This design comes from an exercise in tuning for small area, a short achievable clock period and few clock cycles on the open sky130 flow, not from production work.
Power and IR drop assume default switching activity.

job 101:
// rc_frame_drive_command
module rc_frame_drive_command (
    input  logic        clk,
    input  logic        rst_n,
    input  logic        rx_valid,
    output logic        rx_ready,
    input  logic [7:0]  rx_byte,
    input  logic        rx_buffer_end,
    input  logic        rx_quick_stop_enabled,
    output logic        cmd_valid,
    input  logic        cmd_ready,
    output logic        cmd_frame_valid,
    output logic signed [9:0] cmd_linear_velocity,
    output logic signed [9:0] cmd_angular_velocity,
    output logic        cmd_manual_mode,
    output logic        cmd_startup_set,
    output logic [2:0]  cmd_startup_value,
    output logic [1:0]  cmd_stop_code,
    input  logic        cfg_we,
    input  logic [7:0]  cfg_wdata
);
    localparam logic [1:0] C4_DOWN = 2'd1;
    localparam logic [1:0] C4_UP   = 2'd2;
    localparam logic [1:0] C4_MID  = 2'd3;
    localparam logic [1:0] S11_MID  = 2'd0;
    localparam logic [1:0] S11_UP   = 2'd1;
    localparam logic [1:0] S11_DOWN = 2'd2;
    logic [4:0] cnt;             
    logic       ok;              
    logic       rdy_n;           
    logic       cp, cp_qs;       
    logic       cp2;             
    logic       cv;
    logic       sel_s;           
    logic       op_init, op_corr, op_any;  
    logic [10:0] wt, ws;         
    logic [8:0]  rem;
    logic        f_ge, f_le;     
    logic [1:0]  c4p;
    logic        sw9p;
    logic [1:0]  s11p;
    logic [7:0]  thr;
    logic [8:0]  ht, hs;         
    logic [1:0]  c4h;
    logic        sw9h;
    logic        sset_n;         
    logic [2:0]  sval_x;         
    logic [9:0]  lin, ang;
    logic        fv_o;
    logic [1:0]  stop_o;
    logic fire, fire_end, c1;
    assign fire     = rx_valid & ~rdy_n;
    assign fire_end = fire & rx_buffer_end;
    assign c1       = cp & ~cp2 & ~cv;
    logic cp_n, cp2_n, cv_n;
    always_comb begin
        cp_n  = fire_end | (cp & ~c1);
        cp2_n = c1;
        cv_n  = cp2 | (cv & ~cmd_ready);
    end
    always_ff @(posedge clk or negedge rst_n) begin
        if (!rst_n) begin
            cnt <= '0;
            cp  <= 1'b0;
            cp2 <= 1'b0;
            cv  <= 1'b0;
            rdy_n <= 1'b0;
  ...
Size in the first run: ~110 flip-flops, about 53 I/O pins, ~7700 um^2 of cells after synthesis.
export LEC_CHECK = 0
export ABC_AREA = 1
export CAP_MARGIN = 20
export CORE_MARGIN = 2
export CORE_UTILIZATION = 40
export SLEW_MARGIN = 20
create_clock -name core_clock -period 13.0 [get_ports {clk}]
standard.sh (not shown) runs the stock make flow with config.mk's settings and CLKGATE_MAP_FILE= SYNTH_SCRIPT=/design/flow/synth_recipe.tcl, a recipe that flattens the netlist after the stock synthesis.
==> flow/flow/run.sh <==
#!/bin/bash
# Standard synthesis and layout; ports are buffered with buf_2 cells and the
# layout's timing repair aims for extra setup slack (the clock period and
# constraints are unchanged).
set -euo pipefail
bash standard.sh synth > synth.log 2>&1
bash standard.sh "BUFFER_PORTS_ARGS=-buffer_cell sky130_fd_sc_hd__buf_2" SETUP_SLACK_MARGIN=9.3 finish > layout.log 2>&1
Input changes introduced in job 102 (baseline for comparison: job 101):
diff --git a/flow/design.v b/flow/design.v
--- a/flow/design.v
+++ b/flow/design.v
@@ -125,49 +125,44 @@
                     s11p <= S11_MID;
             end
         end
     end
     logic        d_init, d_step, d_corr, d_op;
     logic [10:0] wsrc, wnew;
-    logic [11:0] x;
-    logic        xneg;
-    logic [10:0] w;
-    logic [8:0]  xin, xinc, yinc;
+    logic        neg;
     logic [8:0]  th1, th2, k0, k1, k2, kk;
-    logic        ge1, ge2, sgn, neg_corr;
-    logic [8:0]  rem_n;
+    logic [8:0]  ax, sum, yinc;
+    logic        ge1, ge2;
+    logic [8:0]  rem_n, rem_i;
     always_comb begin
         d_init = op_init;
         d_corr = op_corr;
         d_op   = op_any;
         d_step = op_any & ~op_init & ~op_corr;
         wsrc   = sel_s ? ws : wt;
-        sgn    = wsrc[8];        
-        x    = {1'b0, wsrc} - (sel_s ? 12'd938 : 12'd1001);
-        xneg = x[11];
-        w    = x[10:0] ^ {11{xneg}};
-        case ({d_corr, sel_s, d_corr ? sgn : wsrc[10]})
-            3'b000, 3'b010: begin th1 = 9'd174; th2 = 9'd347; k0 = 9'd0;  k1 = 9'(-347); k2 = 9'(-694); end
-            3'b001, 3'b011: begin th1 = 9'd149; th2 = 9'd322; k0 = 9'd50; k1 = 9'(-297); k2 = 9'(-644); end
-            3'b100:         begin th1 = 9'd174; th2 = 9'd347; k0 = 9'd0;  k1 = 9'd0;      k2 = 9'd0;      end
-            3'b101:         begin th1 = 9'd124; th2 = 9'd297; k0 = 9'd0;  k1 = 9'd0;      k2 = 9'd0;      end
-            3'b110:         begin th1 = 9'd147; th2 = 9'd320; k0 = 9'd0;  k1 = 9'd0;      k2 = 9'd0;      end
-            default:        begin th1 = 9'd151; th2 = 9'd324; k0 = 9'd0;  k1 = 9'd0;      k2 = 9'd0;      end
+        neg   = sel_s ? (wsrc >= 11'd938) : (wsrc >= 11'd1001);
+        rem_i = (wsrc[10:8] == 3'd7) ? 9'd3 : 9'(wsrc[10:8] * 6'd50);
+        case ({d_corr, d_corr & sel_s, wsrc[10]})
+            3'b000:  begin th1 = 9'd174; th2 = 9'd347; k0 = 9'd0;  k1 = 9'(-347); k2 = 9'(-694); end
+            3'b001:  begin th1 = 9'd149; th2 = 9'd322; k0 = 9'd50; k1 = 9'(-297); k2 = 9'(-644); end
+            3'b100:  begin th1 = 9'd0;   th2 = 9'd33;  k0 = 9'd0;  k1 = 9'd145;    k2 = 9'd144;    end
+            3'b101:  begin th1 = 9'd0;   th2 = 9'd32;  k0 = 9'd0;  k1 = 9'd146;    k2 = 9'd145;    end
+            3'b110:  begin th1 = 9'd0;   th2 = 9'd33;  k0 = 9'd0;  k1 = 9'd136;    k2 = 9'd135;    end
+            default: begin th1 = 9'd0;   th2 = 9'd32;  k0 = 9'd0;  k1 = 9'd137;    k2 = 9'd136;    end
         endcase
         ge1 = rem >= th1;
         ge2 = rem >= th2;
         kk  = ge2 ? k2 : ge1 ? k1 : k0;
-        rem_n = {rem[7:0], 1'b0} + kk;
-        neg_corr = d_corr & sgn;
-        xin  = {wsrc[8] & ~d_corr, wsrc[7:0]} ^ {9{neg_corr}};
-        xinc = xin + 9'd1;
-        yinc = (ge2 ^ neg_corr) ? xinc : xin;
+        ax  = d_corr ? ~wsrc[8:0] : {rem[7:0], 1'b0};
+        sum = ax + kk;
+        rem_n = sum;
+        yinc = wsrc[8:0] + {8'd0, ge2};
         if (d_init)
-            wnew = {w[7:0], 2'b00, ~xneg};
+            wnew = {wsrc[7:0], neg, 1'b0, (wsrc[10:8] == 3'd7)};
         else
-            wnew = {wsrc[9], yinc, ge1 & ~ge2 & ~d_corr};
+            wnew = d_corr ? {wsrc[9], sum, 1'b0} : {wsrc[9], yinc, ge1 & ~ge2};
     end
     always_ff @(posedge clk) begin
         if (fire) begin
             if (cnt == 5'd2)
                 wt[4:0] <= rx_byte[7:3];
             if (cnt == 5'd3)
@@ -180,13 +175,13 @@
                 if (sel_s)
                     ws <= wnew;
                 else
                     wt <= wnew;
             end
             if (d_init) begin
-                rem <= 9'(w[10:8] * 6'd50);
+                rem <= rem_i;
             end else if (d_step)
                 rem <= rem_n;
         end
     end
     logic [1:0] c4_new;
     logic [8:0] thrm;
@@ -200,26 +195,22 @@
         get  = ($signed({2'b00, at}) + $signed({~thrm[8], ~thrm}) + $signed({9'd0, ht[8]})) >= 0;
         ges  = ($signed({2'b00, as}) + $signed({~thrm[8], ~thrm}) + $signed({9'd0, hs[8]})) >= 0;
     end
     always_ff @(posedge clk or negedge rst_n) begin
         if (!rst_n) begin
             thr  <= 8'd10;
-            ht   <= '0;
-            hs   <= '0;
             c4h  <= C4_MID;
             sw9h <= 1'b0;
             sset_n <= 1'b0;
             sval_x <= 3'd0;
             lin  <= '0;
             ang  <= '0;
         end else begin
             if (cfg_we)
                 thr <= cfg_wdata;
             if (c1 && ok) begin
-                ht   <= wt[9:1];
-                hs   <= ws[9:1];
                 c4h  <= c4p;
                 sw9h <= sw9p;
                 case (s11p)
                     S11_MID:  begin sset_n <= 1'b0; sval_x <= 3'd0; end   
                     S11_DOWN: begin sset_n <= 1'b0; sval_x <= 3'd3; end   
                     default: begin
@@ -232,12 +223,18 @@
                 lin <= get ? {ht[8], ht} + {ht, 1'b0} : '0;
                 ang <= ges ? {hs, 1'b0} : '0;
             end
         end
     end
     always_ff @(posedge clk) begin
+        if (c1 && ok) begin
+            ht <= wt[9:1];
+            hs <= ws[9:1];
+        end
+    end
+    always_ff @(posedge clk) begin
         if (c1) begin
             fv_o   <= ok;
             stop_o <= cp_qs ? c4_new : 2'd0;
         end
     end
     assign rx_ready             = ~rdy_n;
- Final routed wirelength across all metal layers ended up about 2.2% lower on job 102 than on job 101.
- Taking job 101 as the reference point, the global-route usage of job 102 rises by 0.48 points.
- Diff job 102 and job 101: shortest clock period the worst path allows after layout higher in job 102
- Comparing job 102 and job 101, the higher area added between synthesis and finish was measured on job 102.
- Job 102 vs job 101: sequential share of layout area up in job 102
- From job 101 to job 102 the numbers moved as follows: synthesized area shows a reduction of 4.2%, share of power burned in the clock network went up 0.2 points, synthesized netlist net count decreased by about 11% relative to the old numbers.
No run of this note included a check of the RTL's function; only the layout flow was run.

========
red:
The RTL this note starts from:
==> flow/design.v <==
module rc_frame_drive_command (
    input  logic        clk,
    input  logic        rst_n,
    input  logic        rx_valid,
    output logic        rx_ready,
    input  logic [7:0]  rx_byte,
    input  logic        rx_buffer_end,
    input  logic        rx_quick_stop_enabled,
    output logic        cmd_valid,
    input  logic        cmd_ready,
    output logic        cmd_frame_valid,
    output logic signed [9:0] cmd_linear_velocity,
    output logic signed [9:0] cmd_angular_velocity,
    output logic        cmd_manual_mode,
    output logic        cmd_startup_set,
    output logic [2:0]  cmd_startup_value,
    output logic [1:0]  cmd_stop_code,
    input  logic        cfg_we,
    input  logic [7:0]  cfg_wdata
);
    localparam logic [1:0] C4_DOWN = 2'd1;
    localparam logic [1:0] C4_UP   = 2'd2;
    localparam logic [1:0] C4_MID  = 2'd3;
    localparam logic [1:0] S11_MID  = 2'd0;
    localparam logic [1:0] S11_UP   = 2'd1;
    localparam logic [1:0] S11_DOWN = 2'd2;
    logic [4:0] cnt;             
    logic       ok;              
    logic       rdy_n;           
    logic       cp, cp_qs;       
    logic       cp2;             
    logic       cv;
    logic       sel_s;           
    logic       op_init, op_corr, op_any;  
    logic [10:0] wt, ws;         
    logic [8:0]  rem;
    logic        f_ge, f_le;     
    logic [1:0]  c4p;
    logic        sw9p;
    logic [1:0]  s11p;
    logic [7:0]  thr;
    logic [8:0]  ht, hs;         
    logic [1:0]  c4h;
    logic        sw9h;
    logic        sset_n;         
    logic [2:0]  sval_x;         
    logic [9:0]  lin, ang;
    logic        fv_o;
    logic [1:0]  stop_o;
    logic fire, fire_end, c1;
    assign fire     = rx_valid & ~rdy_n;
    assign fire_end = fire & rx_buffer_end;
    assign c1       = cp & ~cp2 & ~cv;
    logic cp_n, cp2_n, cv_n;
    always_comb begin
        cp_n  = fire_end | (cp & ~c1);
        cp2_n = c1;
        cv_n  = cp2 | (cv & ~cmd_ready);
    end
    always_ff @(posedge clk or negedge rst_n) begin
        if (!rst_n) begin
            cnt <= '0;
            cp  <= 1'b0;
            cp2 <= 1'b0;
            cv  <= 1'b0;
            rdy_n <= 1'b0;
        end else begin
            if (fire)
                cnt <= rx_buffer_end ? 5'd0 : (cnt == 5'd25) ? cnt : cnt + 5'd1;
            cp  <= cp_n;
            cp2 <= cp2_n;
            cv  <= cv_n;
            rdy_n <= cp_n & (cp2_n | cv_n);
        end
    end
    always_ff @(posedge clk) begin
        if (fire) begin
            if (rx_buffer_end && cnt < 5'd24)
                ok <= 1'b0;
            else if (cnt == 5'd0)
                ok <= (rx_byte == 8'h0f);
            else if (cnt == 5'd24)
                ok <= ok & (rx_byte == 8'h00);
            sel_s   <= cnt >= 5'd13;
            op_init <= !rx_buffer_end && (cnt == 5'd3 || cnt == 5'd13);
            op_corr <= !rx_buffer_end && (cnt == 5'd12 || cnt == 5'd22);
            op_any  <= !rx_buffer_end && cnt >= 5'd3 && cnt <= 5'd22;
        end
        if (fire_end)
            cp_qs <= rx_quick_stop_enabled;
    end
    always_ff @(posedge clk) begin
        if (fire) begin
            case (cnt)
                5'd6: begin    
                    f_ge <= rx_byte[7:4] >= 4'd14;
                    f_le <= rx_byte[7:4] <= 4'd2;
                end
                5'd13: begin   
                    f_ge <= rx_byte[7:3] >= 5'd30;
                    f_le <= rx_byte[7:3] <= 5'd18;
                end
                5'd16: begin   
                    f_ge <= rx_byte[7:1] >= 7'd30;
                    f_le <= rx_byte[7:1] <= 7'd50;
                end
                default: ;
            endcase
            if (cnt == 5'd7) begin    
                if (rx_byte[6:0] > 7'd105 || (rx_byte[6:0] == 7'd105 && f_ge))
                    c4p <= C4_UP;
                else if (rx_byte[6:0] < 7'd19 || (rx_byte[6:0] == 7'd19 && f_le))
                    c4p <= C4_DOWN;
                else
                    c4p <= C4_MID;
            end
            if (cnt == 5'd14)         
                sw9p <= rx_byte[5:0] < 6'd9 || (rx_byte[5:0] == 6'd9 && f_le);
            if (cnt == 5'd17) begin   
                if (rx_byte[3:0] > 4'd13 || (rx_byte[3:0] == 4'd13 && f_ge))
                    s11p <= S11_DOWN;
                else if (rx_byte[3:0] < 4'd2 || (rx_byte[3:0] == 4'd2 && f_le))
                    s11p <= S11_UP;
                else
                    s11p <= S11_MID;
            end
        end
    end
    logic        d_init, d_step, d_corr, d_op;
    logic [10:0] wsrc, wnew;
    logic [11:0] x;
    logic        xneg;
    logic [10:0] w;
    logic [8:0]  xin, xinc, yinc;
    logic [8:0]  th1, th2, k0, k1, k2, kk;
    logic        ge1, ge2, sgn, neg_corr;
    logic [8:0]  rem_n;
    always_comb begin
        d_init = op_init;
        d_corr = op_corr;
        d_op   = op_any;
        d_step = op_any & ~op_init & ~op_corr;
        wsrc   = sel_s ? ws : wt;
        sgn    = wsrc[8];        
        x    = {1'b0, wsrc} - (sel_s ? 12'd938 : 12'd1001);
        xneg = x[11];
        w    = x[10:0] ^ {11{xneg}};
        case ({d_corr, sel_s, d_corr ? sgn : wsrc[10]})
            3'b000, 3'b010: begin th1 = 9'd174; th2 = 9'd347; k0 = 9'd0;  k1 = 9'(-347); k2 = 9'(-694); end
            3'b001, 3'b011: begin th1 = 9'd149; th2 = 9'd322; k0 = 9'd50; k1 = 9'(-297); k2 = 9'(-644); end
            3'b100:         begin th1 = 9'd174; th2 = 9'd347; k0 = 9'd0;  k1 = 9'd0;      k2 = 9'd0;      end
            3'b101:         begin th1 = 9'd124; th2 = 9'd297; k0 = 9'd0;  k1 = 9'd0;      k2 = 9'd0;      end
            3'b110:         begin th1 = 9'd147; th2 = 9'd320; k0 = 9'd0;  k1 = 9'd0;      k2 = 9'd0;      end
            default:        begin th1 = 9'd151; th2 = 9'd324; k0 = 9'd0;  k1 = 9'd0;      k2 = 9'd0;      end
        endcase
        ge1 = rem >= th1;
        ge2 = rem >= th2;
        kk  = ge2 ? k2 : ge1 ? k1 : k0;
        rem_n = {rem[7:0], 1'b0} + kk;
        neg_corr = d_corr & sgn;
        xin  = {wsrc[8] & ~d_corr, wsrc[7:0]} ^ {9{neg_corr}};
        xinc = xin + 9'd1;
        yinc = (ge2 ^ neg_corr) ? xinc : xin;
        if (d_init)
            wnew = {w[7:0], 2'b00, ~xneg};
        else
            wnew = {wsrc[9], yinc, ge1 & ~ge2 & ~d_corr};
    end
    always_ff @(posedge clk) begin
        if (fire) begin
            if (cnt == 5'd2)
                wt[4:0] <= rx_byte[7:3];
            if (cnt == 5'd3)
                wt[10:5] <= rx_byte[5:0];
            if (cnt == 5'd5)
                ws[6:0] <= rx_byte[7:1];
            if (cnt == 5'd6)
                ws[10:7] <= rx_byte[3:0];
            if (d_op) begin
                if (sel_s)
                    ws <= wnew;
                else
                    wt <= wnew;
            end
            if (d_init) begin
                rem <= 9'(w[10:8] * 6'd50);
            end else if (d_step)
                rem <= rem_n;
        end
    end
    logic [1:0] c4_new;
    logic [8:0] thrm;
    logic [7:0] at, as;
    logic       get, ges;
    always_comb begin
        c4_new = ok ? c4p : c4h;
        thrm = {1'b0, thr} - 9'd1;
        at   = ht[7:0] ^ {8{ht[8]}};
        as   = hs[7:0] ^ {8{hs[8]}};
        get  = ($signed({2'b00, at}) + $signed({~thrm[8], ~thrm}) + $signed({9'd0, ht[8]})) >= 0;
        ges  = ($signed({2'b00, as}) + $signed({~thrm[8], ~thrm}) + $signed({9'd0, hs[8]})) >= 0;
    end
    always_ff @(posedge clk or negedge rst_n) begin
        if (!rst_n) begin
            thr  <= 8'd10;
            ht   <= '0;
            hs   <= '0;
            c4h  <= C4_MID;
            sw9h <= 1'b0;
            sset_n <= 1'b0;
            sval_x <= 3'd0;
            lin  <= '0;
            ang  <= '0;
        end else begin
            if (cfg_we)
                thr <= cfg_wdata;
            if (c1 && ok) begin
                ht   <= wt[9:1];
                hs   <= ws[9:1];
                c4h  <= c4p;
                sw9h <= sw9p;
                case (s11p)
                    S11_MID:  begin sset_n <= 1'b0; sval_x <= 3'd0; end   
                    S11_DOWN: begin sset_n <= 1'b0; sval_x <= 3'd3; end   
                    default: begin
                        sset_n <= sval_x[2];
                        sval_x <= {1'b1, 1'b0, sval_x[2]};
                    end
                endcase
            end
            if (cp2 && sw9h) begin
                lin <= get ? {ht[8], ht} + {ht, 1'b0} : '0;
                ang <= ges ? {hs, 1'b0} : '0;
            end
        end
    end
    always_ff @(posedge clk) begin
        if (c1) begin
            fv_o   <= ok;
            stop_o <= cp_qs ? c4_new : 2'd0;
        end
    end
    assign rx_ready             = ~rdy_n;
    assign cmd_valid            = cv;
    assign cmd_frame_valid      = fv_o;
    assign cmd_linear_velocity  = lin;
    assign cmd_angular_velocity = ang;
    assign cmd_manual_mode      = sw9h;
    assign cmd_startup_set      = ~sset_n;
    assign cmd_startup_value    = {~sval_x[2], sval_x[1], ~sval_x[0]};
    assign cmd_stop_code        = stop_o;
endmodule
Settings: LEC_CHECK=0, ABC_AREA=1, CAP_MARGIN=20, CORE_MARGIN=2, CORE_UTILIZATION=40, SLEW_MARGIN=20; clock period 13.0 ns.
==> flow/flow/run.sh <==
#!/bin/bash
# Standard synthesis and layout; ports are buffered with buf_2 cells and the
# layout's timing repair aims for extra setup slack (the clock period and
# constraints are unchanged).
set -euo pipefail
bash standard.sh synth > synth.log 2>&1
bash standard.sh "BUFFER_PORTS_ARGS=-buffer_cell sky130_fd_sc_hd__buf_2" SETUP_SLACK_MARGIN=9.5 finish > layout.log 2>&1
For blue, these inputs were changed with respect to red:
--- a/flow/design.v
+++ b/flow/design.v
@@ -125,47 +125,45 @@
                     s11p <= S11_MID;
             end
         end
     end
     logic        d_init, d_step, d_corr, d_op;
     logic [10:0] wsrc, wnew;
-    logic [11:0] x;
-    logic        xneg;
-    logic [10:0] w;
-    logic [8:0]  xin, xinc, yinc;
+    logic        neg;
     logic [8:0]  th1, th2, k0, k1, k2, kk;
-    logic        ge1, ge2, sgn, neg_corr;
-    logic [8:0]  rem_n;
+    logic [8:0]  xin, kq, base, binc, yinc;
+    logic [7:0]  aconst;
+    logic        ge1, ge2, ci;
+    logic [8:0]  rem_n, rem_i;
     always_comb begin
         d_init = op_init;
         d_corr = op_corr;
         d_op   = op_any;
         d_step = op_any & ~op_init & ~op_corr;
         wsrc   = sel_s ? ws : wt;
-        sgn    = wsrc[8];        
-        x    = {1'b0, wsrc} - (sel_s ? 12'd938 : 12'd1001);
-        xneg = x[11];
-        w    = x[10:0] ^ {11{xneg}};
-        case ({d_corr, sel_s, d_corr ? sgn : wsrc[10]})
-            3'b000, 3'b010: begin th1 = 9'd174; th2 = 9'd347; k0 = 9'd0;  k1 = 9'(-347); k2 = 9'(-694); end
-            3'b001, 3'b011: begin th1 = 9'd149; th2 = 9'd322; k0 = 9'd50; k1 = 9'(-297); k2 = 9'(-644); end
-            3'b100:         begin th1 = 9'd174; th2 = 9'd347; k0 = 9'd0;  k1 = 9'd0;      k2 = 9'd0;      end
-            3'b101:         begin th1 = 9'd124; th2 = 9'd297; k0 = 9'd0;  k1 = 9'd0;      k2 = 9'd0;      end
-            3'b110:         begin th1 = 9'd147; th2 = 9'd320; k0 = 9'd0;  k1 = 9'd0;      k2 = 9'd0;      end
-            default:        begin th1 = 9'd151; th2 = 9'd324; k0 = 9'd0;  k1 = 9'd0;      k2 = 9'd0;      end
+        neg   = sel_s ? (wsrc >= 11'd938) : (wsrc >= 11'd1001);
+        rem_i = (wsrc[10:8] == 3'd7) ? 9'd3 : 9'(wsrc[10:8] * 6'd50);
+        case ({d_corr, wsrc[10]})
+            2'b00:   begin th1 = 9'd174; th2 = 9'd347; k0 = 9'd0;  k1 = 9'(-347); k2 = 9'(-694); end
+            2'b01:   begin th1 = 9'd149; th2 = 9'd322; k0 = 9'd50; k1 = 9'(-297); k2 = 9'(-644); end
+            2'b10:   begin th1 = 9'd0;   th2 = 9'd33;  k0 = 9'd0;  k1 = 9'd0;      k2 = 9'd0;      end
+            default: begin th1 = 9'd0;   th2 = 9'd32;  k0 = 9'd0;  k1 = 9'd0;      k2 = 9'd0;      end
         endcase
         ge1 = rem >= th1;
         ge2 = rem >= th2;
         kk  = ge2 ? k2 : ge1 ? k1 : k0;
         rem_n = {rem[7:0], 1'b0} + kk;
-        neg_corr = d_corr & sgn;
-        xin  = {wsrc[8] & ~d_corr, wsrc[7:0]} ^ {9{neg_corr}};
-        xinc = xin + 9'd1;
-        yinc = (ge2 ^ neg_corr) ? xinc : xin;
+        aconst = (sel_s ? 8'd135 : 8'd144) + {7'd0, wsrc[10]};
+        xin  = wsrc[8:0] ^ {9{d_corr}};
+        kq   = d_corr ? {1'b0, aconst} : 9'd0;
+        ci   = ge2 ^ d_corr;
+        base = xin + kq;
+        binc = base + 9'd1;
+        yinc = ci ? binc : base;
         if (d_init)
-            wnew = {w[7:0], 2'b00, ~xneg};
+            wnew = {wsrc[7:0], neg, 1'b0, (wsrc[10:8] == 3'd7)};
         else
             wnew = {wsrc[9], yinc, ge1 & ~ge2 & ~d_corr};
     end
     always_ff @(posedge clk) begin
         if (fire) begin
             if (cnt == 5'd2)
@@ -180,13 +178,13 @@
                 if (sel_s)
                     ws <= wnew;
                 else
                     wt <= wnew;
             end
             if (d_init) begin
-                rem <= 9'(w[10:8] * 6'd50);
+                rem <= rem_i;
             end else if (d_step)
                 rem <= rem_n;
         end
     end
     logic [1:0] c4_new;
     logic [8:0] thrm;
Notes after the runs:
Every run in the comparison, red and blue, completed the flow with a clean layout.
Compared with red, blue shows worst max-slew margin expressed relative to the limit higher by 19 points.
Floorplan row count: blue vs red identical
Setup slack in blue is larger than in red.
Per the comparison of blue with red, maximum ir drop on the vdd rail picked up an extra about 1.1%; met3 layer wire length in the routed design picked up an extra 14%; initial core utilization lost 0.24 points; via density per instance neither gained nor lost much; final area picked up an extra about 1.2%.
No run of this note included a check of the RTL's function; only the layout flow was run.

afterwards: timing with drivers on the ports:
Ports are ideal in the flow. The routed layouts listed here were re-timed in OpenROAD.
Step 1 sets driving cells, clkbuf_16 on the clock port and buf_2 on the other inputs (assumed; they add their load-dependent delay and slew).
Step 2, shift: input delay + t, output delay - t, t = (earliest + latest rising clock arrival at the registers) / 2. This alone moves slack from input paths to output paths.
a / b / c = no drivers / after step 1 / after step 2; a / b = the first two.
| run | t (ns) | setup WS [ns] | clock arrival spread, ns | worst slew at a driven data input, ns |
|---|---|---|---|---|
| job 101 | 0.398 | 9.347 / 9.319 / 9.032 | 0.011 / 0.010 | 0.04 |
| job 102 | 0.398 | 8.973 / 8.973 / 8.912 | 0.010 / 0.010 | 0.03 |
| red | 0.391 | 9.301 / 9.301 / 9.215 | 0.016 / 0.016 | 0.04 |
| blue | 0.398 | 9.448 / 9.441 / 9.202 | 0.012 / 0.013 | 0.07 |
After both steps setup and hold are still met in every run listed. The setup slack of job 101, which loses most, moves by -0.028 ns with the drivers and by -0.315 ns with both steps.
